Context: an optimization exercise on an open-source flow, tuned for small area. The choices shown serve that exercise and are no tape-out recipe. The RTL was checked by simulation tests, not by an equivalence proof against the original design. Power figures rest on the tool's default switching activity, not on a simulated workload.

===== design/flow/run.sh =====
#!/bin/bash
# synth_recipe.tcl (not shown) runs the flow's synth.tcl, then flattens the netlist and writes it again
# the make line also repeats each setting of config.mk as NAME=value (left out here)
make -C /OpenROAD-flow-scripts/flow DESIGN_CONFIG=/design/flow/config.mk WORK_HOME=/design/flow/orfs CLKGATE_MAP_FILE= SYNTH_SCRIPT=/design/flow/synth_recipe.tcl finish

===== design/flow/config.mk =====
export PLATFORM = sky130hd
export DESIGN_NAME = addr_filter
export DESIGN_NICKNAME = addr_filter
export VERILOG_FILES = /design/flow/design.v
export SDC_FILE = /design/flow/constraint.sdc
export NUM_CORES = 4
export LEC_CHECK = 0
export CAP_MARGIN = 20
export CORE_MARGIN = 2
export CORE_UTILIZATION = 40
export SLEW_MARGIN = 20

===== design/flow/constraint.sdc =====
create_clock -name core_clock -period 8.0 [get_ports {clk}]
set_input_delay 1.6000 -clock core_clock [delete_from_list [all_inputs] [get_ports {clk}]]
set_output_delay 1.6000 -clock core_clock [all_outputs]
set_load 0.01 [all_outputs]

===== design/flow/design.v =====
package addr_filter_pkg;
  localparam int ID_W   = 4;
  localparam int ADDR_W = 64;
  localparam int DATA_W = 32;
  localparam int STRB_W = DATA_W / 8;
  localparam int WR_FIFO_LIMIT  = 16 - 4;
  localparam int WR_FIFO_ENTRIES = WR_FIFO_LIMIT + 1;
  localparam int RD_FIFO_LIMIT  = 8 - 3;
  localparam int RD_FIFO_ENTRIES = RD_FIFO_LIMIT + 1;
  localparam int RSP_FIFO_LIMIT = 8 - 3;
  localparam int RSP_FIFO_ENTRIES = RSP_FIFO_LIMIT + 1;
  localparam int AX_W = ID_W + ADDR_W + 8 + 3 + 2;
  localparam int W_W  = DATA_W + STRB_W + 1;
  localparam int B_W  = ID_W + 2;
  localparam int CAX_W = ID_W + 3 + 31 + 8 + 3 + 2;
  function automatic logic [CAX_W-1:0] compress(input logic [AX_W-1:0] ax);
    logic [ADDR_W-1:0] a;
    logic              hi0, dp0, dp8, dp9, msi;
    logic [2:0]        code;
    a   = ax[76:13];
    hi0 = (a[63:36] == 28'd0);
    dp0 = hi0 && (a[35:31] == 5'b00001);
    dp8 = hi0 && (a[35:31] == 5'b10001);
    dp9 = hi0 && (a[35:32] == 4'b1001);
    msi = (a[63:7] == 57'h40_0300);
    if (dp0)      code = 3'b100;
    else if (dp8) code = 3'b110;
    else if (dp9) code = {a[31], 2'b11};
    else if (msi) code = 3'b101;
    else          code = 3'b001;
    compress = {ax[80:77], code, a[30:0], ax[12:0]};
  endfunction
  function automatic logic cax_dp(input logic [CAX_W-1:0] c);
    cax_dp = c[45] | ~c[44];
  endfunction
  function automatic logic cax_msi(input logic [CAX_W-1:0] c);
    cax_msi = c[46] & ~c[45] & c[44];
  endfunction
  function automatic logic [AX_W-1:0] expand_dp(input logic [CAX_W-1:0] c);
    expand_dp = {c[50:47], 28'd0, c[45], 2'b00, c[44], c[46], c[43:0]};
  endfunction
  function automatic logic [AX_W-1:0] expand_msi(input logic [CAX_W-1:0] c);
    expand_msi = {c[50:47], 57'h40_0300, c[19:13], c[12:0]};
  endfunction
endpackage
`timescale 1ns/100ps
module axi_fifo #(
  parameter int  WIDTH   = 1,
  parameter int  LIMIT   = 12,
  parameter int  ENTRIES = LIMIT + 1
) (
  input  logic     clk
 ,input  logic     rst
 ,input  logic [WIDTH-1:0] push_data
 ,input  logic     push_valid
 ,output  logic     push_ready
 ,output  logic [WIDTH-1:0] pop_data
 ,output  logic     empty
 ,input  logic     pop
);
  localparam int CW = $clog2(ENTRIES + 1);
  logic [WIDTH-1:0] mem [1:ENTRIES];
  logic [CW-1:0]    count;
  logic             do_push;
  assign do_push  = push_valid & push_ready;
  assign empty    = (count == '0);
  assign pop_data = mem[count];
  always_ff @(posedge clk) begin
    if (do_push) begin
      mem[1] <= push_data;
      for (int i = 2; i <= ENTRIES; i++) begin
        mem[i] <= mem[i-1];
      end
    end
  end
  always_ff @(posedge clk) begin
    if (rst) begin
      count      <= '0;
      push_ready <= 1'b0;
    end else begin
      push_ready <= (count < LIMIT);
      case ({do_push, pop})
        2'b10:   count <= count + 1'b1;
        2'b01:   count <= count - 1'b1;
        default: count <= count;
      endcase
    end
  end
endmodule
`timescale 1ns/100ps
module wr_router (
  input  logic    clk
 ,input  logic    rst
 ,input  logic [addr_filter_pkg::AX_W-1:0] igr_aw
 ,input  logic    igr_aw_valid
 ,output  logic    igr_aw_ready
 ,input  logic [addr_filter_pkg::W_W-1:0] igr_w
 ,input  logic    igr_w_valid
 ,output  logic    igr_w_ready
 ,output  logic [addr_filter_pkg::CAX_W-1:0] egr_aw
 ,output  logic [addr_filter_pkg::W_W-1:0] egr_w
 ,output  logic    dp_aw_valid
 ,output  logic    dp_w_valid
 ,output  logic    msi_aw_valid
 ,output  logic    msi_w_valid
 ,input  logic    dp_aw_ready
 ,input  logic    dp_w_ready
 ,input  logic    msi_aw_ready
 ,input  logic    msi_w_ready
);
  logic   aw_empty;
  logic   w_empty;
  logic   aw_pop;
  logic   w_pop;
  logic   burst_pending;
  logic   burst_start;
  logic   start_dp;
  logic   start_msi;
  logic   held_dp;
  logic   held_msi;
  axi_fifo #(
    .WIDTH     (addr_filter_pkg::CAX_W),
    .LIMIT     (addr_filter_pkg::WR_FIFO_LIMIT)
  ) u_aw_fifo (
    .clk        (clk),
    .rst        (rst),
    .push_data  (addr_filter_pkg::compress(igr_aw)),
    .push_valid (igr_aw_valid),
    .push_ready (igr_aw_ready),
    .pop_data   (egr_aw),
    .empty      (aw_empty),
    .pop        (aw_pop)
  );
  axi_fifo #(
    .WIDTH     (addr_filter_pkg::W_W),
    .LIMIT     (addr_filter_pkg::WR_FIFO_LIMIT)
  ) u_w_fifo (
    .clk        (clk),
    .rst        (rst),
    .push_data  (igr_w),
    .push_valid (igr_w_valid),
    .push_ready (igr_w_ready),
    .pop_data   (egr_w),
    .empty      (w_empty),
    .pop        (w_pop)
  );
  assign start_dp    = addr_filter_pkg::cax_dp(egr_aw);
  assign start_msi   = addr_filter_pkg::cax_msi(egr_aw);
  assign burst_start = !aw_empty && !w_empty && !burst_pending;
  always_comb begin
    dp_aw_valid  = 1'b0;
    dp_w_valid   = 1'b0;
    msi_aw_valid = 1'b0;
    msi_w_valid  = 1'b0;
    aw_pop       = 1'b0;
    w_pop        = 1'b0;
    if (burst_start) begin
      if (start_dp) begin
        dp_aw_valid = 1'b1;
        dp_w_valid  = 1'b1;
        aw_pop      = dp_aw_ready & dp_w_ready;
      end else if (start_msi) begin
        msi_aw_valid = 1'b1;
        msi_w_valid  = 1'b1;
        aw_pop       = msi_aw_ready & msi_w_ready;
      end else begin
        aw_pop = 1'b1;
      end
      w_pop = aw_pop;
    end else if (burst_pending && !w_empty) begin
      if (held_dp) begin
        dp_w_valid = 1'b1;
        w_pop      = dp_w_ready;
      end else if (held_msi) begin
        msi_w_valid = 1'b1;
        w_pop       = msi_w_ready;
      end else begin
        w_pop = 1'b1;
      end
    end
  end
  always_ff @(posedge clk) begin
    if (rst) begin
      burst_pending <= 1'b0;
    end else if (w_pop) begin
      burst_pending <= !egr_w[0];
    end
  end
  always_ff @(posedge clk) begin
    if (aw_pop) begin
      held_dp  <= start_dp;
      held_msi <= start_msi;
    end
  end
endmodule
`timescale 1ns/100ps
module rd_router (
  input  logic    clk
 ,input  logic    rst
 ,input  logic [addr_filter_pkg::AX_W-1:0] igr_ar
 ,input  logic    igr_ar_valid
 ,output  logic    igr_ar_ready
 ,output  logic [addr_filter_pkg::CAX_W-1:0] egr_ar
 ,output  logic    dp_ar_valid
 ,output  logic    msi_ar_valid
 ,input  logic    dp_ar_ready
 ,input  logic    msi_ar_ready
);
  logic   ar_empty;
  logic   ar_pop;
  axi_fifo #(
    .WIDTH     (addr_filter_pkg::CAX_W),
    .LIMIT     (addr_filter_pkg::RD_FIFO_LIMIT)
  ) u_ar_fifo (
    .clk        (clk),
    .rst        (rst),
    .push_data  (addr_filter_pkg::compress(igr_ar)),
    .push_valid (igr_ar_valid),
    .push_ready (igr_ar_ready),
    .pop_data   (egr_ar),
    .empty      (ar_empty),
    .pop        (ar_pop)
  );
  assign dp_ar_valid  = !ar_empty && addr_filter_pkg::cax_dp(egr_ar);
  assign msi_ar_valid = !ar_empty && addr_filter_pkg::cax_msi(egr_ar);
  assign ar_pop = (dp_ar_valid && dp_ar_ready) ||
                  (msi_ar_valid && msi_ar_ready) ||
                  (!ar_empty && !addr_filter_pkg::cax_dp(egr_ar) &&
                   !addr_filter_pkg::cax_msi(egr_ar));
endmodule
`timescale 1ns/100ps
module b_rsp_merge (
  input  logic   clk
 ,input  logic   rst
 ,input  logic [addr_filter_pkg::B_W-1:0] dp_b
 ,input  logic   dp_b_valid
 ,output  logic   dp_b_ready
 ,input  logic [addr_filter_pkg::B_W-1:0] msi_b
 ,input  logic   msi_b_valid
 ,output  logic   msi_b_ready
 ,output  logic [addr_filter_pkg::B_W-1:0] igr_b
 ,output  logic   igr_b_valid
 ,input  logic   igr_b_ready
);
  logic [addr_filter_pkg::B_W-1:0] dp_head;
  logic [addr_filter_pkg::B_W-1:0] msi_head;
  logic   dp_empty;
  logic   msi_empty;
  logic   dp_pop;
  logic   msi_pop;
  axi_fifo #(
    .WIDTH     (addr_filter_pkg::B_W),
    .LIMIT     (addr_filter_pkg::RSP_FIFO_LIMIT)
  ) u_dp_fifo (
    .clk        (clk),
    .rst        (rst),
    .push_data  (dp_b),
    .push_valid (dp_b_valid),
    .push_ready (dp_b_ready),
    .pop_data   (dp_head),
    .empty      (dp_empty),
    .pop        (dp_pop)
  );
  axi_fifo #(
    .WIDTH     (addr_filter_pkg::B_W),
    .LIMIT     (addr_filter_pkg::RSP_FIFO_LIMIT)
  ) u_msi_fifo (
    .clk        (clk),
    .rst        (rst),
    .push_data  (msi_b),
    .push_valid (msi_b_valid),
    .push_ready (msi_b_ready),
    .pop_data   (msi_head),
    .empty      (msi_empty),
    .pop        (msi_pop)
  );
  assign igr_b_valid = !msi_empty || !dp_empty;
  assign igr_b       = msi_empty ? dp_head : msi_head;
  assign msi_pop     = !msi_empty && igr_b_ready;
  assign dp_pop      = msi_empty && !dp_empty && igr_b_ready;
endmodule
`timescale 1ns/100ps
module addr_filter (
  input logic    clk
 ,input logic    rst
 ,input logic [80:0] igr_aw
 ,input logic    igr_aw_valid
 ,output logic    igr_aw_ready
 ,input logic [36:0] igr_w
 ,input logic    igr_w_valid
 ,output logic    igr_w_ready
 ,output logic [5:0]  igr_b
 ,output logic    igr_b_valid
 ,input logic    igr_b_ready
 ,input logic [80:0] igr_ar
 ,input logic    igr_ar_valid
 ,output logic    igr_ar_ready
 ,output logic [80:0] dp_aw
 ,output logic    dp_aw_valid
 ,input logic    dp_aw_ready
 ,output logic [36:0] dp_w
 ,output logic    dp_w_valid
 ,input logic    dp_w_ready
 ,input logic [5:0]  dp_b
 ,input logic    dp_b_valid
 ,output logic    dp_b_ready
 ,output logic [80:0] dp_ar
 ,output logic    dp_ar_valid
 ,input logic    dp_ar_ready
 ,output logic [80:0] msi_aw
 ,output logic    msi_aw_valid
 ,input logic    msi_aw_ready
 ,output logic [36:0] msi_w
 ,output logic    msi_w_valid
 ,input logic    msi_w_ready
 ,input logic [5:0]  msi_b
 ,input logic    msi_b_valid
 ,output logic    msi_b_ready
 ,output logic [80:0] msi_ar
 ,output logic    msi_ar_valid
 ,input logic    msi_ar_ready
);
  logic [addr_filter_pkg::CAX_W-1:0] egr_aw;
  logic [addr_filter_pkg::W_W-1:0]   egr_w;
  logic [addr_filter_pkg::CAX_W-1:0] egr_ar;
  assign dp_aw  = addr_filter_pkg::expand_dp(egr_aw);
  assign msi_aw = addr_filter_pkg::expand_msi(egr_aw);
  assign dp_w   = egr_w;
  assign msi_w  = egr_w;
  assign dp_ar  = addr_filter_pkg::expand_dp(egr_ar);
  assign msi_ar = addr_filter_pkg::expand_msi(egr_ar);
  wr_router u_wr_router (
    .clk          (clk),
    .rst          (rst),
    .igr_aw       (igr_aw),
    .igr_aw_valid (igr_aw_valid),
    .igr_aw_ready (igr_aw_ready),
    .igr_w        (igr_w),
    .igr_w_valid  (igr_w_valid),
    .igr_w_ready  (igr_w_ready),
    .egr_aw       (egr_aw),
    .egr_w        (egr_w),
    .dp_aw_valid  (dp_aw_valid),
    .dp_w_valid   (dp_w_valid),
    .msi_aw_valid (msi_aw_valid),
    .msi_w_valid  (msi_w_valid),
    .dp_aw_ready  (dp_aw_ready),
    .dp_w_ready   (dp_w_ready),
    .msi_aw_ready (msi_aw_ready),
    .msi_w_ready  (msi_w_ready)
  );
  rd_router u_rd_router (
    .clk          (clk),
    .rst          (rst),
    .igr_ar       (igr_ar),
    .igr_ar_valid (igr_ar_valid),
    .igr_ar_ready (igr_ar_ready),
    .egr_ar       (egr_ar),
    .dp_ar_valid  (dp_ar_valid),
    .msi_ar_valid (msi_ar_valid),
    .dp_ar_ready  (dp_ar_ready),
    .msi_ar_ready (msi_ar_ready)
  );
  b_rsp_merge u_b_rsp_merge (
    .clk         (clk),
    .rst         (rst),
    .dp_b        (dp_b),
    .dp_b_valid  (dp_b_valid),
    .dp_b_ready  (dp_b_ready),
    .msi_b       (msi_b),
    .msi_b_valid (msi_b_valid),
    .msi_b_ready (msi_b_ready),
    .igr_b       (igr_b),
    .igr_b_valid (igr_b_valid),
    .igr_b_ready (igr_b_ready)
  );
endmodule

==> out/qor.yml, run 1 <==
cts.sink_count: 1547
worstReg2RegEnd: "u_wr_router.u_aw_fifo.count[3]$_SDFFE_PP0P_"
area_delta_synth_final_pct: 18.2
cts_repair_resize_count: 0
switching_share_pct: 25.9
reg2reg_depth: 14
tritoncts: "built"
overflow: 0
worst_setup_path_endpoint: "msi_aw[0]"
dieWidth_um: 391
worstSkewPairLatency_ns: 0.79
path_delay_family: "simple AND/OR/NAND/NOR gates"
critical_path_required_ns: 6.40
final_net_count: 4232
detail_route.wl_per_cell_um: 24.7
start_kind: "flip-flop"
grt_max_degree: 210
nFillCells: 12620
remaining_drc_errors: 0
global_route.usage.total_pct: 19.2
path_cells: "nand2b_1 > nor3_4 > buf_4 > a22o_1 > a221oi_1 > nand4_1 > clkdlybuf4s50_1"
cp_slowest_stage_delay_ns: 0.92
final_period_minus_worst_setup_slack_ns: 6.14
routed_via_density: 5.58
synth_flop_cell: "edfxtp_1"
timing_hold_violations_final: 0
outcome: "finished clean"
place.port_buffers: 466
timing.critical_path.fanout_max: 21
maxCapViolations: 0
numCtsBuffers: 163
first_global_vias: 33064
final-max-slew-violation-count: 0
synth-edff-count: 1524
postSynthAreaPerCell_sq_um: 16.8
fmax_mhz: 163
reg2reg_slack_ns: 2.68
synthDominantCellAreaShare_pct: 76.3
fp-row-count: 142
min-delay-path-class: "reg -> reg"
post_synth_main_area_contributors: "edfxtp_1, buf_4, a22oi_1"
synth_cells: 3563
crit_path_launch: "u_wr_router.u_aw_fifo.count[3]$_SDFFE_PP0P_"
io_pins: 641
wirelength_um: 152000
cts_setup_buffers: 0
pwr-share-seq_pct: 49.2
power_leakage_uw: 0.0231
placed_wire_length_estimate_um: 92700
layout_worst_path_cycle_share_pct: 76.8
pwr_density_cell_nw_per_um2: 277
drt-pass1-iter-count: 8
internal_power_uw: 14600
slowest_stage: "nor3_4"
initial_antenna_violation_count: 11
yosysWarningCount: 162
globalplace.congestion: 0.796
layout-drive-gt1-share_pct: 9.63
num_vias: 34244
initial_utilization_pct: 40.1
core_region_area_sq_um: 149000
clockRootBuffer: "clkbuf_16"
synth_top_cells_by_count: "edfxtp_1, buf_4, a22oi_1"
rsz0062_at_grt: "no"
placed_area_sq_um: 65800
grt_pass1_wl_um: 219000
totalNegativeSetupSlack_ns: 0
regArea_sq_um: 46200
ctsLongestPathBuffers: 3
post_synth_num_cell_types: 77
multi_input_area_sq_um: 11700
path_clk_slew_ns: 0.06
clk_network_pwr_share_pct: 36.6
worst-setup-path-type: "reg -> out"
p_switching_uw: 5080
die_area_sq_um: 153000
synth_area_leader_cell: "edfxtp_1"
mappedNetlistArea_sq_um: 60000
dr.first_iter.drc_count: 3981
post-synth-top-count-cell: "edfxtp_1"
cts_hold_repair.buffers: 0
final_antenna_net_count: 0
path_depth: 7
seq_area_frac_synth_pct: 77.1
critical_path.endpoint_type: "output pin"
timing.final.setup_violations: 0
fp.dieH_um: 391
max_slew_margin_pct: 20.6
cp.arrival_ns: 4.54
timing_worst_slew_pin_value_ns: 1.19
fin_skew_ns: 0.0310
timing.rr.start: "u_wr_router.u_aw_fifo.count[0]$_SDFFE_PP0P_"
critical_path.n_buffers_inverters: 2
async_reset_ff_share_pct: 0
synth_seq_cells: 1547
p_comb_share_pct: 14.1
max-vdd-ir-drop_mv: 0.179
design_power_total_uw: 19600
final_area_sq_um: 70900
ctsHtreeMaxLevel: 4
==> state kept, by name, indices dropped and copies added, names as in the netlist, 3 cells and up <==
name	count
u_wr_router.u_aw_fifo.mem	663
u_wr_router.u_w_fifo.mem	481
u_rd_router.u_ar_fifo.mem	306
u_b_rsp_merge.u_dp_fifo.mem	36
u_b_rsp_merge.u_msi_fifo.mem	36
u_wr_router.u_aw_fifo.count	4
u_wr_router.u_w_fifo.count	4
u_b_rsp_merge.u_dp_fifo.count	3
u_b_rsp_merge.u_msi_fifo.count	3
u_rd_router.u_ar_fifo.count	3
==> layout by cell type (no fill, tap or decap), types with 8 or more instances in the layout <==
cell type / instances
o21bai_1: 16
nor2_1: 117
clkinv_2: 35
a222oi_1: 77
a221o_1: 16
edfxtp_1: 1524
nand3_1: 45
inv_1: 26
clkinvlp_4: 8
o21ai_0: 93
buf_4: 59
a22oi_1: 218
dfxtp_1: 17
clkinv_1: 37
and3_1: 10
clkdlybuf4s50_1: 465
ha_1: 9
nand4_1: 68
clkbuf_16: 164
clkbuf_1: 34
nand2_1: 107
mux4_2: 13
nor2b_1: 33
a2111oi_0: 17
nand2b_1: 10
nor4_1: 25
a22o_1: 101
a221oi_1: 76
conb_1: 174
mux2_2: 38
a211oi_1: 25
a21oi_1: 160
o22ai_1: 44
mux2i_1: 78
xor2_1: 10
==> per-layer routing <==
| metal | track usage [%] | wire, um | up-vias |
|---|---|---|---|
| li1 | - | - | 14937 |
| met1 | 27.5 | 65700 | 17481 |
| met2 | 28.8 | 69600 | 1590 |
| met3 | 4.43 | 12300 | 232 |
| met4 | 6.59 | 4260 | 4 |
| met5 | 0 | 31 | - |
==> how the worst min path moves through the flow <==
stage | cells after the start | end | slack (ns) | startpoint
floorplan | 0 | u_wr_router.u_aw_fifo.mem[5][44]$_DFFE_PP_ | 0.42 | u_wr_router.u_aw_fifo.mem[4][44]$_DFFE_PP_
global placement | 0 | u_rd_router.u_ar_fifo.mem[3][35]$_DFFE_PP_ | 0.42 | u_rd_router.u_ar_fifo.mem[2][35]$_DFFE_PP_
detailed placement | 0 | u_rd_router.u_ar_fifo.mem[3][33]$_DFFE_PP_ | 0.42 | u_rd_router.u_ar_fifo.mem[2][33]$_DFFE_PP_
CTS | 0 | u_rd_router.u_ar_fifo.mem[4][41]$_DFFE_PP_ | 0.42 | u_rd_router.u_ar_fifo.mem[3][41]$_DFFE_PP_
global route | 0 | u_rd_router.u_ar_fifo.mem[4][41]$_DFFE_PP_ | 0.44 | u_rd_router.u_ar_fifo.mem[3][41]$_DFFE_PP_
finish | 0 | u_rd_router.u_ar_fifo.mem[4][41]$_DFFE_PP_ | 0.43 | u_rd_router.u_ar_fifo.mem[3][41]$_DFFE_PP_
==> cell families (layout without fill, tap and decap cells) <==
logic type	count (synthesis)	after routing	share of synthesized area, %
other	2	177	0.0125
AND/OR/NAND/NOR	486	486	4.06
XOR/XNOR	12	12	0.175
flip-flops	1547	1547	77.1
buffers and inverters	475	863	4.78
multiplexers	132	132	2.57
AO/OA/AOI/OAI	895	895	11.0
adder cells (fa/ha/maj)	14	14	0.355
==> cell type report <==
| type | count | area share [%] |
|---|---|---|
| clock inverters | 95 | 1.12 |
| inverters | 34 | 0.196 |
| well taps | 2016 | 3.56 |
| diodes | 3 | 0.0106 |
| repair buffers | 534 | 7.41 |
| clock buffers | 200 | 6.01 |
| flip-flops and latches | 1547 | 65.2 |
| multi-input cells | 1713 | 16.5 |
==> power groups by stage <==
stage	Clock [uW]	Combinational, uW	Sequential, uW
floorplan	0	1700	9720
global placement	0	2770	9820
detailed placement	0	2790	9830
CTS	7390	2800	9670
global route	7690	2980	9720
finish	7200	2770	9670
==> through the flow <==
step	setup WS [ns]	hold WS, ns	utilization [%]	std cells
after global routing	1.53	0.442	47.5	6142
after global placement	2.51	0.419	44.1	5842
final	1.86	0.425	47.5	6142
after floorplan	-4.04	0.416	-	3735
after detailed placement	2.56	0.424	44.1	5843
after CTS	1.64	0.425	47.4	6138
==> run 2, diff against run 1 <==
--- a/design/flow/design.v
+++ b/design/flow/design.v
@@ -60,9 +60,13 @@
 );
-  localparam int CW = $clog2(ENTRIES + 1);
   logic [WIDTH-1:0] mem [1:ENTRIES];
-  logic [CW-1:0]    count;
+  logic [ENTRIES:0] lvl;
   logic             do_push;
   assign do_push  = push_valid & push_ready;
-  assign empty    = (count == '0);
-  assign pop_data = mem[count];
+  assign empty    = lvl[0];
+  always_comb begin
+    pop_data = '0;
+    for (int i = 1; i <= ENTRIES; i++) begin
+      pop_data = pop_data | ({WIDTH{lvl[i]}} & mem[i]);
+    end
+  end
   always_ff @(posedge clk) begin
@@ -77,10 +81,10 @@
     if (rst) begin
-      count      <= '0;
+      lvl        <= {{ENTRIES{1'b0}}, 1'b1};
       push_ready <= 1'b0;
     end else begin
-      push_ready <= (count < LIMIT);
+      push_ready <= ~|lvl[ENTRIES:LIMIT];
       case ({do_push, pop})
-        2'b10:   count <= count + 1'b1;
-        2'b01:   count <= count - 1'b1;
-        default: count <= count;
+        2'b10:   lvl <= {lvl[ENTRIES-1:0], 1'b0};
+        2'b01:   lvl <= {1'b0, lvl[ENTRIES:1]};
+        default: lvl <= lvl;
       endcase
==> design/flow/flow/run.sh (new file) <==
#!/bin/bash
# The standard layout, with the port buffers made from the smallest buffer cell
# instead of the delay cell buffer_ports picks by default, and with non-critical
# cells downsized after global routing
set -euo pipefail
bash standard.sh "BUFFER_PORTS_ARGS=-buffer_cell sky130_fd_sc_hd__buf_1" "RECOVER_POWER=100" finish > standard.log 2>&1
==> design/flow/standard.sh (new file) <==
#!/bin/bash
# synth_recipe.tcl (not shown) runs the flow's synth.tcl, then flattens the netlist and writes it again
# the make line also repeats each setting of config.mk as NAME=value (left out here)
make -C /OpenROAD-flow-scripts/flow DESIGN_CONFIG=/design/flow/config.mk WORK_HOME=/design/flow/orfs CLKGATE_MAP_FILE= SYNTH_SCRIPT=/design/flow/synth_recipe.tcl "${@:-finish}"
--- a/design/flow/config.mk
+++ b/design/flow/config.mk
@@ -9,3 +9,7 @@
 export CORE_MARGIN = 2
-export CORE_UTILIZATION = 40
+export CORE_UTILIZATION = 65
+export CTS_BUF_LIST = sky130_fd_sc_hd__clkbuf_16
+export CTS_CLUSTER_DIAMETER = 60
+export CTS_CLUSTER_SIZE = 30
+export PLACE_DENSITY = 0.75
 export SLEW_MARGIN = 20
removed: design/flow/run.sh
==> run 2 against run 1 <==
First-iteration DRC count is 22% higher. Worst setup slack worse by 0.069 ns. Final area is 10% lower. Die area is 40% lower. Critical path type unchanged. The layout now fails its checks (capacitance limit, slew limit). Fmax is 1.1% lower. Synthesized area is 2.7% lower.
==> out/qor.yml, run 2 <==
global_route.usage.total_pct: 27.2  # +8.0 points
dieWidth_um: 304  # -22%
postSynthAreaPerCell_sq_um: 17.7  # +5.2%
initial_utilization_pct: 65.8  # +26 points
layout.cells.most_common: "edfxtp_1"
core_region_area_sq_um: 88600  # -41%
mappedNetlistArea_sq_um: 58300  # -2.7%
cts.sink_count: 1579  # +2.1%
area_delta_synth_final_pct: 8.93
internal_power_uw: 12200  # -16%
synth_area_leader_cell: "edfxtp_1"
power_leakage_uw: 0.0207  # -10%
post_synth_main_area_contributors: "edfxtp_1, a22oi_1, buf_4"
largest_reg_flops: 663  # unchanged
biggest_registers_after_layout: "u_wr_router.u_aw_fifo.mem x663, u_wr_router.u_w_fifo.mem x481, u_rd_router.u_ar_fifo.mem x306"
critical_path_required_ns: 6.40  # about the same
dpl_worst_slack_ns: 3.99  # +1.43 ns
p_switching_uw: 3730  # -27%
nFillCells: 5371  # -57%
post-synth-top-count-cell: "edfxtp_1"
switching_share_pct: 23.4  # -2.5 points
fp-row-count: 109  # -23%
fmax_mhz: 161  # -1.1%
timing_worst_slew_pin_value_ns: 4.53  # +3.33 ns
remaining_drc_errors: 0  # unchanged
ctsLongestPathBuffers: 3  # unchanged
placed_area_sq_um: 59900  # -9.0%
clk_network_pwr_share_pct: 36.1  # -0.5 points
totalNegativeSetupSlack_ns: 0  # unchanged
pwr_density_cell_nw_per_um2: 251  # -9.4%
initial_antenna_violation_count: 4  # -7
routed_via_density: 6.75  # +21%
outcome: "finished with violations"
max-vdd-ir-drop_mv: 0.277  # +54%
ctsHtreeMaxLevel: 3  # -1
min-delay-path-class: "reg -> reg"
die_area_sq_um: 92100  # -40%
num_vias: 32893  # -3.9%
synth_cells: 3295  # -7.5%
async_reset_ff_share_pct: 0  # unchanged
globalplace.congestion: 0.834  # +4.8%
dr.first_iter.drc_count: 4850  # +22%
final_area_sq_um: 63500  # -10%
p_comb_share_pct: 3.6  # -10 points
start_kind: "flip-flop"
final-max-slew-violation-count: 972  # +972
final_period_minus_worst_setup_slack_ns: 6.21  # +0.0693 ns
synth-edff-count: 1524  # unchanged
first_global_vias: 31166  # -5.7%
synth_flop_cell: "edfxtp_1"
fp.dieH_um: 304  # -22%
tritoncts: "built"
yosysWarningCount: 11  # -93%
final_antenna_net_count: 0  # unchanged
worstSkewPairLatency_ns: 0.71  # -0.08 ns
maxCapViolations: 14  # +14
critical_path.endpoint_type: "output pin"
layout-drive-gt1-share_pct: 6.45  # -3.2 points
post-route-worst-setup-slack_ns: 1.79  # -0.0692 ns
place.port_buffers: 466  # unchanged
seq_area_frac_synth_pct: 80.3  # +3.3 points
placed_wire_length_estimate_um: 73300  # -21%
max_slew_margin_pct: -202  # -220 points
rsz0062_at_grt: "no"
timing.final.setup_violations: 0  # unchanged
cts_setup_buffers: 0  # unchanged
post_synth_num_cell_types: 44  # -43%
layout_worst_path_cycle_share_pct: 77.7  # +0.87 points
drt-pass1-iter-count: 7  # -1
timing_hold_violations_final: 0  # unchanged
overflow: 0  # unchanged
pwr-share-seq_pct: 60.2  # +11 points
io_pins: 641  # unchanged
detail_route.wl_per_cell_um: 26.8  # +8.5%
numCtsBuffers: 99  # -39%
cts_hold_repair.buffers: 0  # unchanged
timing.critical_path.fanout_max: 34  # +62%
final_cell_mix: "edfxtp_1, buf_1, a22oi_1, conb_1, a221oi_1"
grt_pass1_wl_um: 189000  # -14%
violations: "capacitance limit, slew limit"
cp.arrival_ns: 4.61  # +0.07 ns
final_net_count: 3852  # -9.0%
synthDominantCellAreaShare_pct: 78.5  # +2.2 points
fin_skew_ns: 0.0375  # +0.00654 ns
clockRootBuffer: "clkbuf_16"
synth_top_cells_by_count: "edfxtp_1, a22oi_1, buf_4"
grt_max_degree: 235  # +12%
path_clk_slew_ns: 0.10  # +0.04 ns
cts_repair_resize_count: 0  # unchanged
worst-setup-path-type: "reg -> out"
largest-register: "u_wr_router.u_aw_fifo.mem"
wirelength_um: 131000  # -14%
synth_seq_cells: 1579  # +2.1%
## run 2: changes by cell type after synthesis, moves of 35 or more
cell      delta
a22oi_1    +133
a21oi_1    -105
nand3_1     +96
a221oi_1    +93
o21ai_0     -83
clkbuf_1    +74
nand4_1     -61
buf_2       -45
o22ai_1     -44
mux2i_1     -39
mux2_2      -38
nor2_1      -35
## run 2: per-stage QoR
| stage | power [uW] | instances | hold slack, ns | util, % |
|---|---|---|---|---|
| after detailed placement | 10300 | 4684 | 0.432 | 67.6 |
| after floorplan | 10200 | 3467 | 0.426 | - |
| after global placement | 10300 | 4684 | 0.428 | 67.6 |
| final | 15900 | 4873 | 0.438 | 71.7 |
| after CTS | 16000 | 4868 | 0.439 | 71.7 |
| after global routing | 16400 | 4872 | 0.441 | 71.7 |
## run 2: kinds of logic after synthesis
group	Yosys count	synth area share [%]
mux	40	0.695
compound gates	783	10.8
fa+ha+maj	5	0.107
simple gates	414	3.31
buf+inv	472	4.76
other cells	2	0.0129
flops	1579	80.3
## run 2: per-layer routing
metal  up-vias  track usage, %  routed length (um)
met1     16591            39.5               49900
met5         -               0                  25
met3       244            5.38               14000
li1      13777               -                   -
met4         4            8.18                3320
met2      2277            42.6               63400
## run 2: cell type report
cell class	count	area (sq um)	area share, %
clock buffers	101	2530	3.98
well taps	1165	1460	2.29
clock inverters	83	1130	1.78
multi-input cells	1416	9350	14.7
inverters	12	51.3	0.0807
repair buffers	514	2120	3.33
flip-flops and latches	1579	46900	73.8
diodes	3	7.51	0.0118
## run 2: power by group through the flow
stage | Combinational (uW) | Sequential (uW) | Clock, uW
final | 578 | 9610 | 5760
after global routing | 630 | 9640 | 6130
after CTS | 576 | 9580 | 5850
after detailed placement | 575 | 9760 | 0
after global placement | 558 | 9740 | 0
after floorplan | 457 | 9770 | 0
## run 2: final timing paths
check                                             startpoint                                         end  slack, ns  depth (start not counted)
hold reg to reg   u_wr_router.u_aw_fifo.mem[4][14]$_DFFE_PP_  u_wr_router.u_aw_fifo.mem[5][14]$_DFFE_PP_       0.44                          0
setup reg to reg  u_wr_router.u_aw_fifo.lvl[11]$_SDFFE_PP0P_  u_wr_router.u_aw_fifo.lvl[10]$_SDFFE_PP0P_       2.68                          9
hold / removal    u_wr_router.u_aw_fifo.mem[4][14]$_DFFE_PP_  u_wr_router.u_aw_fifo.mem[5][14]$_DFFE_PP_       0.44                          0
setup / recovery   u_wr_router.u_aw_fifo.lvl[3]$_SDFFE_PP0P_                                   dp_aw[35]       1.79                          6
## run 2: critical path: stages, from the launching register on
cell and delay, ns:
dfxtp_1 1.16, clkbuf_1 1.74, a22oi_1 0.30, nand2_1 0.17, a221oi_1 0.07, nand3_1 0.26
buf_1 0.20
==> run 3, diff against run 2 <==
==> design/flow/flow/run.sh (replaced) <==
#!/bin/bash
# The standard layout (standard.sh) with two changes to how it is built:
# - port buffers use the smallest buffer cell instead of the delay cell
#   buffer_ports picks by default (every port still gets its own buffer)
# - the clock tree uses clkbuf_8 leaf buffers for clusters of up to 16 flip-flops,
#   with no dummy loads
# The whole make output goes to standard.log in this folder; each step's own log
# is under orfs/logs/.
set -euo pipefail
CTS="-sink_clustering_enable -repair_clock_nets -dont_use_dummy_load"
CTS="$CTS -buf_list sky130_fd_sc_hd__clkbuf_8"
CTS="$CTS -sink_clustering_size 16 -sink_clustering_max_diameter 70"
bash standard.sh \
  "BUFFER_PORTS_ARGS=-buffer_cell sky130_fd_sc_hd__buf_1" \
  "CTS_ARGS=$CTS" \
  finish > standard.log 2>&1
--- a/design/flow/config.mk
+++ b/design/flow/config.mk
@@ -10,5 +10,2 @@
 export CORE_UTILIZATION = 65
-export CTS_BUF_LIST = sky130_fd_sc_hd__clkbuf_16
-export CTS_CLUSTER_DIAMETER = 60
-export CTS_CLUSTER_SIZE = 30
 export PLACE_DENSITY = 0.75
==> run 3 against run 2 <==
Now clean on timing, DRC and antenna. Fmax increased by 27%. Worst setup slack improved by 1.3 ns. Flip-flop and latch count unchanged. Combinational power about the same. Synthesized area unchanged. Synthesized cell count unchanged. Final area decreased by 3.2%. Sequential power about the same. Sequential share of layout area increased by 2.4 points. Total power decreased by 14%. Die area unchanged. Count of clock-buffer cells in the layout increased by 8. Largest cell class unchanged.
==> out/qor.yml, run 3 <==
outcome: "finished clean"
first_global_vias: 30914  # -0.81%
max-vdd-ir-drop_mv: 0.168  # -39%
async_reset_ff_share_pct: 0  # unchanged
tritoncts: "built"
final_cell_mix: "edfxtp_1, buf_1, a22oi_1, conb_1, a221oi_1"
timing.critical_path.fanout_max: 32  # -5.9%
synth_top_cells_by_count: "edfxtp_1, a22oi_1, buf_4"
grt_max_degree: 235  # unchanged
initial_antenna_violation_count: 8  # +4
dr.first_iter.drc_count: 5007  # +3.2%
timing.final.setup_violations: 0  # unchanged
maxCapViolations: 0  # -14
timing.hold.worst_endpoint: "u_wr_router.u_aw_fifo.mem[3][46]$_DFFE_PP_"
overflow: 0  # unchanged
synth_cells: 3295  # unchanged
ctsHtreeMaxLevel: 3  # unchanged
final_net_count: 3862  # +0.26%
layout.cells.most_common: "edfxtp_1"
synth-edff-count: 1524  # unchanged
seq_area_frac_synth_pct: 80.3  # unchanged
wirelength_um: 129000  # -1.2%
power_leakage_uw: 0.0198  # -4.4%
cts_hold_repair.buffers: 0  # unchanged
path_clk_slew_ns: 0.10  # about the same
timing_worst_slew_pin_value_ns: 1.17  # -3.36 ns
finish.cell_count_without_fillers: 4800  # -1.5%
layout-drive-gt1-share_pct: 5.26  # -1.2 points
min-delay-path-class: "reg -> reg"
largest_reg_flops: 663  # unchanged
remaining_drc_errors: 0  # unchanged
biggest_registers_after_layout: "u_wr_router.u_aw_fifo.mem x663, u_wr_router.u_w_fifo.mem x481, u_rd_router.u_ar_fifo.mem x306"
max_slew_margin_pct: 22.3  # +220 points
cp.arrival_ns: 3.28  # -1.33 ns
ctsLongestPathBuffers: 3  # unchanged
worstSkewPairLatency_ns: 0.79  # +0.08 ns
min_path_cells: 0  # unchanged
worstReg2RegEnd: "u_wr_router.u_aw_fifo.lvl[1]$_SDFFE_PP0P_"
global_route.usage.total_pct: 26.9  # -0.33 points
fp-row-count: 109  # unchanged
synthDominantCellAreaShare_pct: 78.5  # unchanged
cts.sink_count: 1579  # unchanged
fin_worst_hold_slack_ns: 0.415  # -0.0231 ns
post_synth_main_area_contributors: "edfxtp_1, a22oi_1, buf_4"
placed_wire_length_estimate_um: 73300  # unchanged
synth_area_leader_cell: "edfxtp_1"
post-place-cells: 4684  # unchanged
routed_via_density: 6.78  # +0.50%
met2RoutedLength_um: 62500  # -1.5%
final-max-slew-violation-count: 0  # -100%
largest-register: "u_wr_router.u_aw_fifo.mem"
timing_hold_violations_final: 0  # unchanged
postSynthAreaPerCell_sq_um: 17.7  # unchanged
numCtsBuffers: 109  # +10%
rsz0062_at_grt: "no"
globalplace.congestion: 0.834  # unchanged
start_kind: "flip-flop"
initial_utilization_pct: 65.8  # unchanged
timing.rr.start: "u_wr_router.u_aw_fifo.lvl[1]$_SDFFE_PP0P_"
fmax_mhz: 205  # +27%
dieWidth_um: 304  # unchanged
drt-pass1-iter-count: 7  # unchanged
grt_pass1_wl_um: 187000  # -1.1%
core_region_area_sq_um: 88600  # unchanged
cts_repair_resize_count: 0  # unchanged
layout_worst_path_cycle_share_pct: 60.9  # -17 points
die_area_sq_um: 92100  # unchanged
post-synth-top-count-cell: "edfxtp_1"
num_vias: 32563  # -1.0%
place.port_buffers: 466  # unchanged
synth_flop_cell: "edfxtp_1"
cts_setup_buffers: 0  # unchanged
met1_length_um: 49500  # -0.86%
io_pins: 641  # unchanged
fin_skew_ns: 0.0667  # +0.0292 ns
yosysWarningCount: 11  # unchanged
clockRootBuffer: "clkbuf_8"
final_antenna_net_count: 0  # unchanged
fp.dieH_um: 304  # unchanged
reg2reg_slack_ns: 4.14  # +1.46 ns
worst-setup-path-type: "reg -> out"
met3_length_um: 14200  # +1.5%
mappedNetlistArea_sq_um: 58300  # unchanged
critical_path_required_ns: 6.40  # about the same
top_layer: "met5"
critical_path.endpoint_type: "output pin"
detail_route.wl_per_cell_um: 26.9  # +0.26%
nFillCells: 5630  # +4.8%
min-delay-start: "u_wr_router.u_aw_fifo.mem[2][46]$_DFFE_PP_"
post_synth_num_cell_types: 44  # unchanged
final_period_minus_worst_setup_slack_ns: 4.88  # -1.34 ns
synth_seq_cells: 1579  # unchanged
area_delta_synth_final_pct: 5.46
reg2reg_depth: 12  # +3
pwr_density_cell_nw_per_um2: 223  # -11%
[run 3: cell counts after synthesis]
Identical to the previous run, type by type.
[run 3: power breakdown]
group	switching (uW)	internal, uW	leakage, uW
Sequential	190	9400	0.0149
Clock	2340	1220	0.000784
Combinational	432	148	0.00418
[run 3: final cells by class]
class	instances	area, sq um	share of cell area [%]
antenna	5	12.5	0.0203
multi-input combinational	1416	9370	15.2
clock buffer	109	1500	2.44
tap	1165	1460	2.37
timing repair buffer	514	2230	3.62
sequential	1579	46900	76.2
inverter	12	56.3	0.0915
[run 3: critical path, stage by stage, from the launching register on]
cell and delay, ns:
dfxtp_2 0.79, buf_4 0.59, a22oi_1 0.15, nand3_1 0.26, nor2_1 0.11, nor2_1 0.21
a32o_1 0.18, buf_1 0.16
[run 3: metal layers]
metal  global-route usage [%]  vias to the layer above
met5                        0                        -
met4                     7.46                        6
met3                     5.70                      223
met2                     42.1                     2315
met1                     39.1                    16373
li1                         -                    13646
[run 3: worst max-delay path by stage]
stage	startpoint	endpoint	cells after the start
final	u_wr_router.u_aw_fifo.lvl[11]$_SDFFE_PP0P_	msi_w_valid	7
after global routing	u_wr_router.u_aw_fifo.lvl[11]$_SDFFE_PP0P_	msi_w_valid	7
after CTS	u_wr_router.u_aw_fifo.lvl[11]$_SDFFE_PP0P_	msi_w_valid	7
after detailed placement	u_wr_router.u_aw_fifo.lvl[11]$_SDFFE_PP0P_	msi_w_valid	7
after global placement	u_wr_router.u_aw_fifo.lvl[11]$_SDFFE_PP0P_	msi_w_valid	7
after floorplan	igr_aw_valid	u_wr_router.u_aw_fifo.mem[10][0]$_DFFE_PP_	2
[run 3: cells by family after synthesis]
kind of cell	Yosys count	share of synthesized area, %
DFF	1579	80.3
AOI/OAI and AO/OA	783	10.8
buffers and inverters	472	4.76
and+or+nand+nor	414	3.31
muxes	40	0.695
adders and majority gates	5	0.107
other	2	0.0129
[run 3: metrics by stage]
| stage | setup TNS, ns | instance area (sq um) | worst slack, ns | util (%) | power, uW |
|---|---|---|---|---|---|
| floorplan | -3293.65 | 59000 | -4.04 | - | 10200 |
| global placement | 0 | 59900 | 4.04 | 67.6 | 10300 |
| detailed placement | 0 | 59900 | 3.99 | 67.6 | 10300 |
| CTS | 0 | 61400 | 3.07 | 69.3 | 13800 |
| global route | 0 | 61500 | 2.92 | 69.4 | 14100 |
| finish | 0 | 61500 | 3.12 | 69.4 | 13700 |

## static timing again, ports no longer ideal
How much do the figures lean on ideal ports? The routed layouts below were timed once more, with nothing changed but the port constraints.
Step 1: set_driving_cell puts a clkbuf_16 on clk and a buf_2 on each other input, an assumption about the parent block.
Step 2 adds t to the input delays and takes it off the output delays; t is the mean of the earliest and latest rising clock arrival at the registers after step 1. Input paths then give back, and output paths get back, about the clock's delay inside the block.
a / b / c = no drivers / after step 1 / after step 2; a / b = the first two.
run	t (ns)	slack for setup (ns)	clock arrival spread, ns
run 1	0.859	1.855 / 1.776 / 2.635	0.036 / 0.036
run 2	0.752	1.786 / 1.721 / 1.304	0.047 / 0.047
run 3	0.821	3.124 / 3.058 / 3.879	0.091 / 0.091
The setup slack of run 2, which loses most, moves by -0.065 ns with the drivers and by -0.482 ns with both steps.
